This is an optimization exercise on Yosys and OpenROAD, whose aim is small area and a short achievable clock period, not a production implementation. The RTL was checked by simulation tests, not by an equivalence proof against the original design.

==> inputs of exp/amber <==
==> flow/design.v (excerpt) <==
module usb_capture_top (
    input  logic                   clk_120mhz,
    input  logic                   rst_n,
    input  usb_pkt_pkg::byte_t     host_data_i,
    input  logic                   host_valid_i,
    input  logic                   host_sop_i,
    input  logic                   host_eop_i,
    input  logic                   host_crc_ok_i,
    input  usb_pkt_pkg::byte_t     dev_data_i,
    input  logic                   dev_valid_i,
    input  logic                   dev_sop_i,
    input  logic                   dev_eop_i,
    input  logic                   dev_crc_ok_i,
    input  logic                   rd_req_i,
    output usb_pkt_pkg::byte_t     rd_data_o,
    output logic                   rd_sop_o,
    output logic                   rd_eop_o,
    output usb_pkt_pkg::dir_t      rd_dir_o,
    output usb_pkt_pkg::ts_short_t rd_ts_o,
    output logic                   rd_valid_o,
    output logic                   rd_empty_o,
    input  usb_pkt_pkg::byte_t     cmd_data_i,
    input  logic                   cmd_valid_i,
    output usb_pkt_pkg::byte_t     resp_data_o,
    output logic                   resp_valid_o
);
==> module capture_fifo, before the edit <==
module capture_fifo (
    input  logic                   clk_120mhz,
    input  logic                   rst_n,
    input  logic                   wr_valid_i,
    input  usb_pkt_pkg::byte_t     wr_data_i,
    input  logic                   wr_sop_i,
    input  logic                   wr_eop_i,
    input  usb_pkt_pkg::dir_t      wr_dir_i,
    input  usb_pkt_pkg::ts_short_t wr_ts_i,
    input  logic                   rd_req_i,
    output usb_pkt_pkg::byte_t     rd_data_o,
    output logic                   rd_sop_o,
    output logic                   rd_eop_o,
    output usb_pkt_pkg::dir_t      rd_dir_o,
    output usb_pkt_pkg::ts_short_t rd_ts_o,
    output logic                   rd_valid_o,
    output logic                   empty_o,
    output logic                   empty_int_o,   
    output logic                   overflow_o,
    output usb_pkt_pkg::cnt16_t    pkt_count_o
);
    localparam int DEPTH = 64;
    localparam int W     = usb_pkt_pkg::ENTRY_W;
    logic [W-1:0] row [0:DEPTH-1];
    logic [W-1:0] wr_entry;
    logic [7:0]   lo_q;
    logic [8:0]   hi_q;
    logic         inc, dec;
    logic         empty_next;
    logic         shift_next;  
    logic         empty;
    logic         nonempty_q;  
    logic [7:0]   lo_next;
    logic [8:0]   hi_next;
    logic [DEPTH-1:0] move_q;  
    logic         full;
    logic         wr_accept;
    logic         rd_fire;
    logic         drop_q;
    logic [DEPTH-1:0] sel_w, sel_s, sel_h;
    assign full      = hi_q[8];
    assign wr_accept = wr_valid_i & ~full & (~drop_q | wr_sop_i);
    assign empty     = hi_q[0] & lo_q[0];
    assign rd_fire   = rd_req_i & ~empty;
    assign empty_next = ~wr_accept & (empty | (rd_req_i & hi_q[0] & lo_q[1]));
    assign shift_next = rd_fire | empty_next;
    assign empty_o   = ~nonempty_q;
    assign empty_int_o = empty;
    assign inc       = wr_accept & ~rd_fire;
    assign dec       = rd_fire & ~wr_accept;
    assign wr_entry  = {wr_dir_i, wr_sop_i, wr_eop_i, wr_ts_i, wr_data_i};
    always_comb begin
        lo_next = lo_q;
        hi_next = hi_q;
        if (inc) begin
            lo_next = {lo_q[6:0], lo_q[7]};
            if (lo_q[7]) hi_next = {hi_q[7:0], 1'b0};
        end else if (dec) begin
            lo_next = {lo_q[0], lo_q[7:1]};
            if (lo_q[0]) hi_next = {1'b0, hi_q[8:1]};
        end
    end
    always_ff @(posedge clk_120mhz) begin
        for (int i = 0; i < DEPTH; i++) begin
            move_q[i] <= shift_next & ~(hi_next[i / 8] & lo_next[i % 8]);
        end
    end
    always_comb begin
        for (int i = 0; i < DEPTH; i++) begin
            sel_w[i] = hi_q[i / 8] & lo_q[i % 8];
            sel_s[i] = move_q[i];
            sel_h[i] = ~sel_w[i] & ~move_q[i];
        end
    end
    logic [W-1:0] wr_entry_n;
    logic [DEPTH-1:0] sel_w_n;
    logic [W-1:0] row_d [0:DEPTH-1];
    assign wr_entry_n = ~wr_entry;
    assign sel_w_n    = ~sel_w;
    for (genvar i = 0; i < DEPTH; i++) begin : g_row
        for (genvar j = 0; j < W; j++) begin : g_bit
            capture_fifo_bit u_bit (
                .hold_i   (sel_h[i]),
                .own_i    (row[i][j]),
                .shift_i  (sel_s[i]),
                .upper_i  ((i == DEPTH - 1) ? wr_entry[j] : row[(i + 1) % DEPTH][j]),
                .sel_w_n_i(sel_w_n[i]),
                .wr_n_i   (wr_entry_n[j]),
                .d_o      (row_d[i][j])
            );
        end
    end
    always_ff @(posedge clk_120mhz) begin
        for (int i = 0; i < DEPTH; i++) begin
            row[i] <= row_d[i];
        end
    end
    assign rd_dir_o  = usb_pkt_pkg::dir_t'(row[0][W-1]);
    assign rd_sop_o  = row[0][W-2];
    assign rd_eop_o  = row[0][W-3];
    assign rd_ts_o   = row[0][usb_pkt_pkg::BYTE_W +: usb_pkt_pkg::TS_SHORT_W];
    assign rd_data_o = row[0][usb_pkt_pkg::BYTE_W-1:0];
    always_ff @(posedge clk_120mhz or negedge rst_n) begin
        if (!rst_n) begin
            lo_q        <= 8'd1;
            hi_q        <= 9'd1;
            nonempty_q  <= 1'b0;
            drop_q      <= 1'b0;
            overflow_o  <= 1'b0;
            pkt_count_o <= '0;
            rd_valid_o  <= 1'b0;
        end else begin
            rd_valid_o <= rd_fire;
            lo_q       <= lo_next;
            hi_q       <= hi_next;
            nonempty_q <= ~empty_next;
            if (wr_valid_i) begin
                if (full) begin
                    drop_q     <= 1'b1;
                    overflow_o <= 1'b1;
                end else if (wr_sop_i) begin
                    drop_q <= 1'b0;
                end
            end
            if (wr_accept && wr_eop_i) begin
                pkt_count_o <= pkt_count_o + 1'b1;
            end
        end
    end
endmodule
==> flow/config.mk <==
export PLATFORM = sky130hd
export DESIGN_NAME = usb_capture_top
export DESIGN_NICKNAME = usb_capture_top
export VERILOG_FILES = /design/flow/design.v
export SDC_FILE = /design/flow/constraint.sdc
export NUM_CORES = 4
export LEC_CHECK = 0
export CAP_MARGIN = 20
export CORE_MARGIN = 2
export CORE_UTILIZATION = 60
export CTS_CLUSTER_DIAMETER = 90
export CTS_CLUSTER_SIZE = 28
export SETUP_SLACK_MARGIN = 2.3
export SLEW_MARGIN = 20
export SYNTH_HIERARCHICAL = 1
export TNS_END_PERCENT = 100
==> flow/constraint.sdc <==
create_clock -name core_clock -period 4.0 [get_ports {clk_120mhz}]
set_input_delay 0.8000 -clock core_clock [delete_from_list [all_inputs] [get_ports {clk_120mhz}]]
set_output_delay 0.8000 -clock core_clock [all_outputs]
set_load 0.01 [all_outputs]
run.sh (not shown) runs the stock make flow with config.mk's settings and CLKGATE_MAP_FILE= SYNTH_SCRIPT=/design/flow/synth_recipe.tcl, a recipe that flattens the netlist after the stock synthesis.
==> inputs of exp/garnet, as changes to exp/amber <==
--- a/flow/design.v
+++ b/flow/design.v
@@ -189,9 +189,4 @@
         end
     end
-    always_ff @(posedge clk_120mhz) begin
-        for (int i = 0; i < DEPTH; i++) begin
-            move_q[i] <= shift_next & ~(hi_next[i / 8] & lo_next[i % 8]);
-        end
-    end
     always_comb begin
         for (int i = 0; i < DEPTH; i++) begin
@@ -233,4 +228,5 @@
             lo_q        <= 8'd1;
             hi_q        <= 9'd1;
+            move_q      <= '0;
             nonempty_q  <= 1'b0;
             drop_q      <= 1'b0;
@@ -242,4 +238,7 @@
             lo_q       <= lo_next;
             hi_q       <= hi_next;
+            for (int i = 0; i < DEPTH; i++) begin
+                move_q[i] <= shift_next & ~(hi_next[i / 8] & lo_next[i % 8]);
+            end
             nonempty_q <= ~empty_next;
             if (wr_valid_i) begin
- CORE_UTILIZATION: 60 -> 70
- SETUP_SLACK_MARGIN: 2.3 -> 2.0
==> results.toml <==
[sta]
slew-limit-headroom = 0.362
worstMarginPinSlew_ps = 957

[synthesis]
synthArstFlopShare = 0.0478
synthesis.area_sq_um = 64800

[outcome]
status = "finished clean"

[final_layout]
area_delta_synth_final_pct = 17.0

[worst_setup_path]
cp_num_cells = 2
cp_cell_sequence = "inv_1 -> buf_2"

[cts]
ctsResizeCount = 574

[placement]
dp_slack_ps = 797

[global_routing]
met1_usage = 0.522

[pwr]
power_clock_mw = 9.58
-- figures above: exp/amber

==> results.toml <==
[outcome]
status = "finished clean"

[placement]
dp_slack_ps = 915
port_buffers = 73

[synthesis]
synthesis.area_sq_um = 65100
synthArstFlopShare = 0.0811

[pwr]
p_sw_mw = 30.2
power_clock_mw = 9.48

[final_layout]
clk_share = 0.0300
area_delta_synth_final_pct = 9.79

[cts]
ctsResizeCount = 287

[worst_setup_path]
cp_num_cells = 1
slowest_stage = "dfrtp_2"
cp_cell_sequence = "buf_6"

[sta]
fin_crit_ps = 2120
slew-limit-headroom = 0.209
rsz0062_at_grt = "yes"

[global_routing]
met1_usage = 0.491
-- figures above: exp/garnet

==> static timing again, ports no longer ideal <==
Ports are ideal in the flow. The routed layouts listed here were re-timed in OpenROAD. Step 1: set_driving_cell puts a clkbuf_16 on clk_120mhz and a buf_2 on each other input, an assumption about the parent block. Step 2, shift: input delay + t, output delay - t, t = (earliest + latest rising clock arrival at the registers) / 2. This alone moves slack from input paths to output paths. a / b / c = no drivers / after step 1 / after step 2; a / b = the first two.
run	shift t [ns]	setup slack, ns	slew at the worst register clock pin (ns)
exp/amber	0.766	1.840 / 1.763 / 1.517	0.12 / 0.12
exp/garnet	0.760	1.879 / 1.809 / 1.300	0.11 / 0.11
After both steps every run listed still meets setup and hold. For exp/garnet, which loses most, drivers alone change the setup slack by -0.070 ns; drivers and shift together by -0.579 ns.
